Background: an optimization exercise with open tools, aiming at small area, a short achievable clock period and few clock cycles per item. Do not read the settings as production practice. Power and IR drop assume default switching activity.

==> run K: inputs <==
==> flow/design.v <==
package irsa_pkg;
    localparam int unsigned MAX_DIM = 4096;
    localparam int unsigned CFG_W   = 13;
    localparam int unsigned IDX_W   = 2;
    localparam int unsigned DIM_W   = 13;
    localparam int unsigned POS_W   = 12;
    localparam int unsigned ROT_W   = 2;
    localparam int unsigned BPP_W   = 5;
    localparam int unsigned PROD_W  = POS_W + DIM_W;
    localparam int unsigned ADDR_W  = 28;
    localparam logic [IDX_W-1:0] REG_SRC_WIDTH       = 2'd0;
    localparam logic [IDX_W-1:0] REG_SRC_HEIGHT      = 2'd1;
    localparam logic [IDX_W-1:0] REG_ROTATION        = 2'd2;
    localparam logic [IDX_W-1:0] REG_BYTES_PER_PIXEL = 2'd3;
    localparam logic [ROT_W-1:0] ROT_INVALID = 2'd0;
    localparam logic [ROT_W-1:0] ROT_90      = 2'd1;
    localparam logic [ROT_W-1:0] ROT_180     = 2'd2;
    localparam logic [ROT_W-1:0] ROT_270     = 2'd3;
    localparam logic [DIM_W-1:0] DIM_MAX = DIM_W'(MAX_DIM);
    localparam logic [DIM_W-1:0] DIM_RST = 13'd1;
    localparam logic [BPP_W-1:0] BPP_MAX = 5'd16;
    localparam logic [BPP_W-1:0] BPP_RST = 5'd4;
    typedef struct packed {
        logic accept;
        logic map_en;
        logic out_load;
    } t_dp_cmd;
endpackage
import irsa_pkg::*;
module image_rotate_scatter_address
#(
    parameter int unsigned PIXEL_BITS = 32
) (
    input  logic                  i_clk,
    input  logic                  i_rst_n,
    input  logic                  i_cfg_wr_en,
    input  logic [IDX_W-1:0]      i_cfg_index,
    input  logic [CFG_W-1:0]      i_cfg_wdata,
    input  logic                  i_in_valid,
    output logic                  o_in_stall,
    input  logic [PIXEL_BITS-1:0] i_pixel_in,
    input  logic                  i_frame_start,
    output logic                  o_out_valid,
    input  logic                  i_out_stall,
    output logic [PIXEL_BITS-1:0] o_pixel_out,
    output logic [POS_W-1:0]      o_dest_col,
    output logic [POS_W-1:0]      o_dest_row,
    output logic [ADDR_W-1:0]     o_byte_address,
    output logic                  o_frame_last,
    output logic                  o_bad_rotation
);
    logic [POS_W-1:0] r_wm1;      
    logic [POS_W-1:0] r_hm1;      
    logic [ROT_W-1:0] r_rot;
    logic [BPP_W-1:0] r_bpp;      
    logic             r_bad;      
    logic [POS_W-1:0] cfg_dm1;
    logic [BPP_W-1:0] cfg_bpp;
    always_comb begin
        if (i_cfg_wdata == '0) begin
            cfg_dm1 = '0;
        end else if (i_cfg_wdata > CFG_W'(MAX_DIM)) begin
            cfg_dm1 = POS_W'(MAX_DIM - 1);
        end else begin
            cfg_dm1 = POS_W'(i_cfg_wdata - CFG_W'(1));
        end
        if (i_cfg_wdata[BPP_W-1:0] == '0) begin
            cfg_bpp = BPP_W'(1);
        end else if (i_cfg_wdata[BPP_W-1:0] > BPP_MAX) begin
            cfg_bpp = BPP_MAX;
        end else begin
            cfg_bpp = i_cfg_wdata[BPP_W-1:0];
        end
    end
    always_ff @(posedge i_clk) begin
        if (!i_rst_n) begin
            r_wm1 <= '0;
            r_hm1 <= '0;
            r_rot <= ROT_90;
            r_bpp <= BPP_RST;
            r_bad <= 1'b0;
        end else if (i_cfg_wr_en) begin
            unique case (i_cfg_index)
                REG_SRC_WIDTH:       r_wm1 <= cfg_dm1;
                REG_SRC_HEIGHT:      r_hm1 <= cfg_dm1;
                REG_ROTATION: begin
                    r_rot <= i_cfg_wdata[ROT_W-1:0];
                    r_bad <= (i_cfg_wdata[ROT_W-1:0] == ROT_INVALID);
                end
                REG_BYTES_PER_PIXEL: r_bpp <= cfg_bpp;
                default: begin
                end
            endcase
        end
    end
    wire rot90  = (r_rot == ROT_90);
    wire rot180 = (r_rot == ROT_180);
    wire rot270 = (r_rot == ROT_270);
    wire bad    = (r_rot == ROT_INVALID);
    localparam int unsigned DB_W = 17;
    logic [POS_W-1:0]      r_pc, r_pr;         
    logic                  r_pcz;              
    logic                  r_org;              
    logic [DB_W-1:0]       r_db;               
    logic [ADDR_W-1:0]     r_k;                
    logic                  r_direct;           
    logic                  r_ov;
    logic                  r_stall;
    logic                  r_sv;
    logic [PIXEL_BITS-1:0] r_spix;
    logic                  r_sfs;
    logic [PIXEL_BITS-1:0] r_pix;
    logic [POS_W-1:0]      r_dr, r_dc;
    logic [ADDR_W-1:0]     r_addr;
    logic                  r_last;
    localparam logic [2:0] E_INIT = 3'd0;    
    localparam logic [2:0] E_Y    = 3'd1;    
    localparam logic [2:0] E_DB   = 3'd2;    
    localparam logic [2:0] E_T    = 3'd3;    
    localparam logic [2:0] E_FIN  = 3'd4;    
    localparam logic [2:0] E_P    = 3'd5;    
    localparam logic [2:0] E_Q    = 3'd6;    
    logic       r_busy;
    logic [2:0] r_est;
    logic [3:0] r_idx;
    logic       r_bit;
    logic       r_a_dbl, r_a_c, r_b_b, r_b_db, r_b_k, r_b_dc, r_sub;
    wire                  fs  = r_sv ? r_sfs  : i_frame_start;
    wire [PIXEL_BITS-1:0] pix = r_sv ? r_spix : i_pixel_in;
    wire accept   = i_in_valid && !r_stall;
    wire fs_wait  = fs && !r_org;
    wire can_load = (!r_ov || !i_out_stall) && !fs_wait;
    wire have     = r_sv || accept;
    wire load     = can_load && have;
    wire skid_ld  = accept && !can_load;
    logic [POS_W:0] wd_x, hd_x;
    assign wd_x = {1'b0, r_wm1} - {1'b0, r_pc};
    assign hd_x = {1'b0, r_hm1} - {1'b0, r_pr};
    wire [POS_W-1:0] wd = wd_x[POS_W-1:0];
    wire [POS_W-1:0] hd = hd_x[POS_W-1:0];
    wire oor      = wd_x[POS_W] || hd_x[POS_W];
    wire colend_s = (r_pc == r_wm1);
    wire rowend_s = (r_pr == r_hm1);
    wire [POS_W-1:0] pc1 = r_pc + POS_W'(1);
    wire [POS_W-1:0] pr1 = r_pr + POS_W'(1);
    wire colend_o = (r_wm1 == '0);
    wire rowend_o = (r_hm1 == '0);
    logic [POS_W-1:0] dr_s, dc_s, dr_o, dc_o;
    always_comb begin
        dr_s = '0; dc_s = '0; dr_o = '0; dc_o = '0;
        unique case (r_rot)
            ROT_90:  begin dr_s = r_pc; dc_s = hd;   dr_o = '0;    dc_o = r_hm1; end
            ROT_180: begin dr_s = hd;   dc_s = wd;   dr_o = r_hm1; dc_o = r_wm1; end
            ROT_270: begin dr_s = wd;   dc_s = r_pr; dr_o = r_wm1; dc_o = '0;    end
            default: begin end
        endcase
    end
    wire [POS_W-1:0] npc_s = colend_s ? '0 : pc1;
    wire [POS_W-1:0] npr_s = colend_s ? (rowend_s ? '0 : pr1) : r_pr;
    wire [POS_W-1:0] npc_o = colend_o ? '0 : POS_W'(1);
    wire [POS_W-1:0] npr_o = (colend_o && !rowend_o) ? POS_W'(1) : '0;
    wire             colend = r_org ? colend_o : colend_s;
    wire             rowend = r_org ? rowend_o : rowend_s;
    wire [POS_W-1:0] ymul = rot180 ? r_wm1 : r_hm1;
    wire [POS_W-1:0] xmul = rot180 ? r_hm1 : r_wm1;
    logic [POS_W-1:0] bmul;
    always_comb begin
        unique case (r_est)
            E_INIT, E_Y: bmul = ymul;
            E_P:         bmul = r_dr;
            default:     bmul = xmul;
        endcase
    end
    wire [3:0] idx_m1 = r_idx - 4'd1;
    logic [3:0] idx_top;
    always_comb begin
        if (bmul[11:9] != '0)     idx_top = 4'd11;
        else if (bmul[8:6] != '0) idx_top = 4'd8;
        else if (bmul[5:3] != '0) idx_top = 4'd5;
        else                      idx_top = 4'd2;
    end
    wire idx_last = (r_idx == '0);
    wire mid      = !oor && !r_org;    
    logic       n_busy, n_org, n_pcz, n_direct, n_bit;
    logic [2:0] n_est;
    logic [3:0] n_idx;
    always_comb begin
        n_busy   = r_busy;
        n_est    = r_est;
        n_idx    = idx_m1;
        n_bit    = bmul[idx_m1];
        n_org    = r_org;
        n_pcz    = r_pcz;
        n_direct = r_direct;
        if (load) begin
            n_direct = 1'b0;
            n_pcz    = colend;
            n_org    = colend && rowend;
        end else if (have && fs_wait) begin
            n_org    = 1'b1;
        end
        if (i_cfg_wr_en) begin
            n_busy = 1'b1;
            n_est  = E_INIT;
        end else if (r_busy) begin
            unique case (r_est)
                E_INIT: begin
                    n_est = E_Y;
                    n_idx = idx_top;
                    n_bit = bmul[idx_top];
                end
                E_Y: begin
                    if (idx_last) n_est = E_DB;
                end
                E_DB: begin
                    n_est = E_T;
                    n_idx = idx_top;
                    n_bit = bmul[idx_top];
                end
                E_T: begin
                    if (idx_last) n_est = E_FIN;
                end
                E_FIN: begin
                    if (oor) n_org = 1'b1;
                    n_idx = 4'(POS_W - 1);
                    n_bit = dr_s[POS_W-1];
                    if (mid) begin
                        n_est = E_P;
                    end else begin
                        n_busy = 1'b0;
                    end
                end
                E_P: begin
                    if (idx_last) begin
                        n_est = E_Q;
                        n_idx = 4'(r_bpp - BPP_W'(1));
                    end
                end
                default: begin   
                    if (idx_last) begin
                        n_busy   = 1'b0;
                        n_direct = 1'b1;
                    end
                end
            endcase
        end
    end
    logic n_a_dbl, n_a_c, n_b_b, n_b_db, n_b_k, n_b_dc, n_sub;
    always_comb begin
        n_a_dbl = 1'b0;
        n_a_c   = 1'b0;
        n_b_b   = 1'b0;
        n_b_db  = 1'b0;
        n_b_k   = 1'b0;
        n_b_dc  = 1'b0;
        n_sub   = 1'b0;
        if (n_busy) begin
            unique case (n_est)
                E_Y: begin
                    n_a_dbl = 1'b1;
                    n_b_b   = n_bit;
                end
                E_T, E_P: begin
                    n_a_dbl = 1'b1;
                    n_b_db  = n_bit;
                end
                E_DB: begin
                    n_b_b   = 1'b1;
                end
                E_FIN: begin
                    n_b_db  = rot180;
                    n_b_b   = !rot180;
                end
                E_Q: begin
                    n_b_dc  = 1'b1;
                end
                default: begin end
            endcase
        end else if (n_org) begin
            n_a_c   = 1'b1;
            n_b_b   = 1'b1;
            n_sub   = 1'b1;
        end else if (n_pcz && r_rot[0]) begin
            n_b_k   = 1'b1;
            n_sub   = rot90;
        end else begin
            n_b_b   = rot180;
            n_b_db  = !rot180;
            n_sub   = !rot90;
        end
    end
    wire [ADDR_W-1:0] c_val   = rot90 ? ADDR_W'(r_db) : r_k;
    wire [ADDR_W-1:0] add_a   = r_a_dbl ? {r_addr[ADDR_W-2:0], 1'b0} : (r_a_c ? c_val : r_addr);
    wire [ADDR_W-1:0] add_b   = ({ADDR_W{r_b_b}}  & ADDR_W'(r_bpp))
                              | ({ADDR_W{r_b_db}} & ADDR_W'(r_db))
                              | ({ADDR_W{r_b_k}}  & r_k)
                              | ({ADDR_W{r_b_dc}} & ADDR_W'(r_dc));
    wire [ADDR_W-1:0] add_sum = add_a + (r_sub ? ~add_b : add_b) + ADDR_W'(r_sub);
    always_ff @(posedge i_clk) begin
        if (!i_rst_n) begin
            r_pc     <= '0;
            r_pr     <= '0;
            r_pcz    <= 1'b1;
            r_org    <= 1'b1;
            r_ov     <= 1'b0;
            r_sv     <= 1'b0;
            r_busy   <= 1'b1;
            r_stall  <= 1'b1;
            r_est    <= E_INIT;
            r_direct <= 1'b0;
        end else begin
            r_ov     <= load || (r_ov && i_out_stall);
            r_sv     <= skid_ld || (r_sv && !load);
            r_stall  <= n_busy || skid_ld || (r_sv && !load);
            r_busy   <= n_busy;
            r_est    <= n_est;
            r_org    <= n_org;
            r_pcz    <= n_pcz;
            r_direct <= n_direct;
            if (load) begin
                if (r_org) begin
                    r_pc <= npc_o;
                    r_pr <= npr_o;
                end else begin
                    r_pc <= npc_s;
                    r_pr <= npr_s;
                end
            end
        end
    end
    always_ff @(posedge i_clk) begin
        r_idx   <= n_idx;
        r_bit   <= n_bit;
        r_a_dbl <= n_a_dbl;
        r_a_c   <= n_a_c;
        r_b_b   <= n_b_b;
        r_b_db  <= n_b_db;
        r_b_k   <= n_b_k;
        r_b_dc  <= n_b_dc;
        r_sub   <= n_sub;
        if (r_busy) begin
            unique case (r_est)
                E_INIT: begin
                    r_addr <= '0;
                end
                E_DB: begin
                    r_db   <= bad ? '0 : add_sum[DB_W-1:0];
                    r_addr <= '0;
                end
                E_FIN: begin
                    r_k    <= add_sum;
                    r_dr   <= dr_s;
                    r_dc   <= dc_s;
                    r_addr <= '0;
                end
                default: begin   
                    r_addr <= add_sum;
                end
            endcase
        end else if (load) begin
            if (r_org || !r_direct) begin
                r_addr <= add_sum;
            end
            if (r_org) begin
                r_dr   <= dr_o;
                r_dc   <= dc_o;
            end else begin
                r_dr   <= dr_s;
                r_dc   <= dc_s;
            end
        end
    end
    always_ff @(posedge i_clk) begin
        if (skid_ld) begin
            r_spix <= i_pixel_in;
            r_sfs  <= i_frame_start;
        end
        if (load) begin
            r_pix  <= pix;
            r_last <= colend && rowend;
        end
    end
    assign o_in_stall     = r_stall;
    assign o_out_valid    = r_ov;
    assign o_pixel_out    = r_pix;
    assign o_dest_col     = r_dc;
    assign o_dest_row     = r_dr;
    assign o_byte_address = r_addr;
    assign o_frame_last   = r_last;
    assign o_bad_rotation = r_bad;
endmodule
==> flow/flow/run.sh <==
#!/bin/bash
set -euo pipefail
bash standard.sh SETUP_SLACK_MARGIN=7 finish > flow_make.log 2>&1
==> flow/standard.sh <==
#!/bin/bash
# synth_recipe.tcl (not shown) runs the flow's synth.tcl, then flattens the netlist and writes it again
# the make line also repeats each setting of config.mk as NAME=value (left out here)
make -C /OpenROAD-flow-scripts/flow DESIGN_CONFIG=/design/flow/config.mk WORK_HOME=/design/flow/orfs CLKGATE_MAP_FILE= SYNTH_SCRIPT=/design/flow/synth_recipe.tcl "${@:-finish}"
==> flow/config.mk <==
export PLATFORM = sky130hd
export DESIGN_NAME = image_rotate_scatter_address
export DESIGN_NICKNAME = image_rotate_scatter_address
export VERILOG_FILES = /design/flow/design.v
export SDC_FILE = /design/flow/constraint.sdc
export NUM_CORES = 4
export LEC_CHECK = 0
export CAP_MARGIN = 20
export CORE_MARGIN = 2
export CORE_UTILIZATION = 60
export SETUP_SLACK_MARGIN = 5
export SLEW_MARGIN = 20
export TNS_END_PERCENT = 100
==> flow/constraint.sdc <==
create_clock -name core_clock -period 10.0 [get_ports {i_clk}]
set_input_delay 2.0000 -clock core_clock [delete_from_list [all_inputs] [get_ports {i_clk}]]
set_output_delay 2.0000 -clock core_clock [all_outputs]
set_load 0.01 [all_outputs]
==> run H (differences from run K) <==
==> flow/run.sh (new file) <==
#!/bin/bash
# synth_recipe.tcl (not shown) runs the flow's synth.tcl, then flattens the netlist and writes it again
# the make line also repeats each setting of config.mk as NAME=value (left out here)
make -C /OpenROAD-flow-scripts/flow DESIGN_CONFIG=/design/flow/config.mk WORK_HOME=/design/flow/orfs CLKGATE_MAP_FILE= SYNTH_SCRIPT=/design/flow/synth_recipe.tcl finish
removed: flow/flow/run.sh
removed: flow/standard.sh
==> run R (differences from run K) <==
--- a/flow/design.v
+++ b/flow/design.v
@@ -126,3 +126,3 @@
     logic       r_bit;
-    logic       r_a_dbl, r_a_c, r_b_b, r_b_db, r_b_k, r_b_dc, r_sub;
+    logic       r_a_dbl, r_a_addr, r_a_db, r_a_k, r_b_b, r_b_db, r_b_k, r_b_dc, r_sub;
     wire                  fs  = r_sv ? r_sfs  : i_frame_start;
@@ -247,6 +247,8 @@
     end
-    logic n_a_dbl, n_a_c, n_b_b, n_b_db, n_b_k, n_b_dc, n_sub;
+    logic n_a_dbl, n_a_addr, n_a_db, n_a_k, n_b_b, n_b_db, n_b_k, n_b_dc, n_sub;
     always_comb begin
-        n_a_dbl = 1'b0;
-        n_a_c   = 1'b0;
+        n_a_dbl  = 1'b0;
+        n_a_addr = 1'b1;
+        n_a_db   = 1'b0;
+        n_a_k    = 1'b0;
         n_b_b   = 1'b0;
@@ -259,8 +261,10 @@
                 E_Y: begin
-                    n_a_dbl = 1'b1;
-                    n_b_b   = n_bit;
+                    n_a_dbl  = 1'b1;
+                    n_a_addr = 1'b0;
+                    n_b_b    = n_bit;
                 end
                 E_T, E_P: begin
-                    n_a_dbl = 1'b1;
-                    n_b_db  = n_bit;
+                    n_a_dbl  = 1'b1;
+                    n_a_addr = 1'b0;
+                    n_b_db   = n_bit;
                 end
@@ -279,3 +283,5 @@
         end else if (n_org) begin
-            n_a_c   = 1'b1;
+            n_a_addr = 1'b0;
+            n_a_db   = rot90;
+            n_a_k    = !rot90;
             n_b_b   = 1'b1;
@@ -291,4 +297,6 @@
     end
-    wire [ADDR_W-1:0] c_val   = rot90 ? ADDR_W'(r_db) : r_k;
-    wire [ADDR_W-1:0] add_a   = r_a_dbl ? {r_addr[ADDR_W-2:0], 1'b0} : (r_a_c ? c_val : r_addr);
+    wire [ADDR_W-1:0] add_a   = ({ADDR_W{r_a_dbl}}  & {r_addr[ADDR_W-2:0], 1'b0})
+                              | ({ADDR_W{r_a_addr}} & r_addr)
+                              | ({ADDR_W{r_a_db}}   & ADDR_W'(r_db))
+                              | ({ADDR_W{r_a_k}}    & r_k);
     wire [ADDR_W-1:0] add_b   = ({ADDR_W{r_b_b}}  & ADDR_W'(r_bpp))
@@ -333,4 +341,6 @@
         r_bit   <= n_bit;
-        r_a_dbl <= n_a_dbl;
-        r_a_c   <= n_a_c;
+        r_a_dbl  <= n_a_dbl;
+        r_a_addr <= n_a_addr;
+        r_a_db   <= n_a_db;
+        r_a_k    <= n_a_k;
         r_b_b   <= n_b_b;
==> flow/flow/run.sh (replaced) <==
#!/bin/bash
set -euo pipefail
bash standard.sh SETUP_SLACK_MARGIN=7 'BUFFER_PORTS_ARGS=-buffer_cell sky130_fd_sc_hd__buf_2' finish > flow_make.log 2>&1
==> run summary <==
Run K completed with no timing, DRC or antenna violations. Run R finished clean. Run H completed without violations.
In run K the cell count is higher than in run H, by about 9%.
Critical path depth: run H is lower than run R (5).
Via count: run H < run R < run K.
The lowest register-to-register slack belongs to run H, the highest to run K.
Worst hold slack: run R is worse than run K (0.010 ns).
The highest maximum frequency belongs to run K, the lowest to run H.
Synthesized area is the same in run K and run H.
Sequential power is about the same in run H and run K.
Against run R, the sequential cell count of run H is lower by 2.
==> figures <==
Clock network contribution to total cell area: run K 4.359%; run R 4.987%; run H 5.336%
Sequential fraction of the synthesis area: run K 44.58%; run R 45.31%; run H 44.58%
Number of global-route vias before repair: run K 12933; run R 11946; run H 11231
Die Width: run K 159.1 um; run R 158.3 um; run H 159.1 um
Status: run K timing/DRC/antenna clean; run R timing/DRC/antenna clean; run H timing/DRC/antenna clean
Max-slew headroom at the worst pin: run K 23.16%; run R 34.77%; run H 33.84%
Setup Skew: run K 0.01916 ns; run R 0.007373 ns; run H 0.01037 ns
Post-Synth Simple-Gate Area: run K 14.42%; run R 13.62%; run H 14.42%
Multi-input gate share of the layout cell area: run K 44.12%; run R 44.88%; run H 43.62%
Area of the multi-input gates: run K 8561 um^2; run R 8277 um^2; run H 7395 um^2
Post-synthesis instance total: run K 1450; run R 1441; run H 1450
Global-route wire length before repair: run K 71700 um; run R 66540 um; run H 62530 um
Met2 GRT Util: run K 56.34%; run R 54.33%; run H 46.52%
Average via count per standard cell: run K 6.600; run R 6.498; run H 6.346
Post-placement worst setup slack: run K 5.510 ns; run R 5.828 ns; run H 4.910 ns
Net switching share of the total power: run K 26.41%; run R 26.16%; run H 25.82%
Share of cell area taken by muxes after synthesis: run K 5.009%; run R 3.686%; run H 5.009%
Adder-cell share of the synthesized area: run K 5.754%; run R 5.900%; run H 5.754%
Synthesized net count: run K 1566; run R 1558; run H 1566
Routed length on met2: run K 22770 um; run R 20290 um; run H 17050 um
No run of this note included a check of the RTL's function; only the layout flow was run.

==> separate check: timing with driven ports <==
In the flow no input, the clock included, has a driving cell. The finished layouts below were timed again as built, in two steps. Step 1, drivers: a clkbuf_16 drives i_clk and a buf_2 each remaining input, both assumed. Step 2 adds t to the input delays and takes it off the output delays; t is the mean of the earliest and latest rising clock arrival at the registers after step 1. Input paths then give back, and output paths get back, about the clock's delay inside the block. a / b / c = ideal ports / drivers / drivers and shift; a / b = the first two.
| run | shift t [ns] | setup slack, ns | worst setup path after step 2 | clock arrival spread, ns | cell pins on the clock port's net |
|---|---|---|---|---|---|
| run K | 0.571 | 6.362 / 6.362 / 6.270 | input to register | 0.019 / 0.020 | 1 |
| run H | 0.581 | 5.370 / 5.382 / 4.802 | input to register | 0.011 / 0.011 | 1 |
| run R | 0.583 | 6.288 / 6.288 / 6.024 | input to register | 0.007 / 0.007 | 1 |
After both steps every run listed still meets setup and hold. For run H, which loses most, drivers alone change the setup slack by +0.012 ns; drivers and shift together by -0.568 ns.
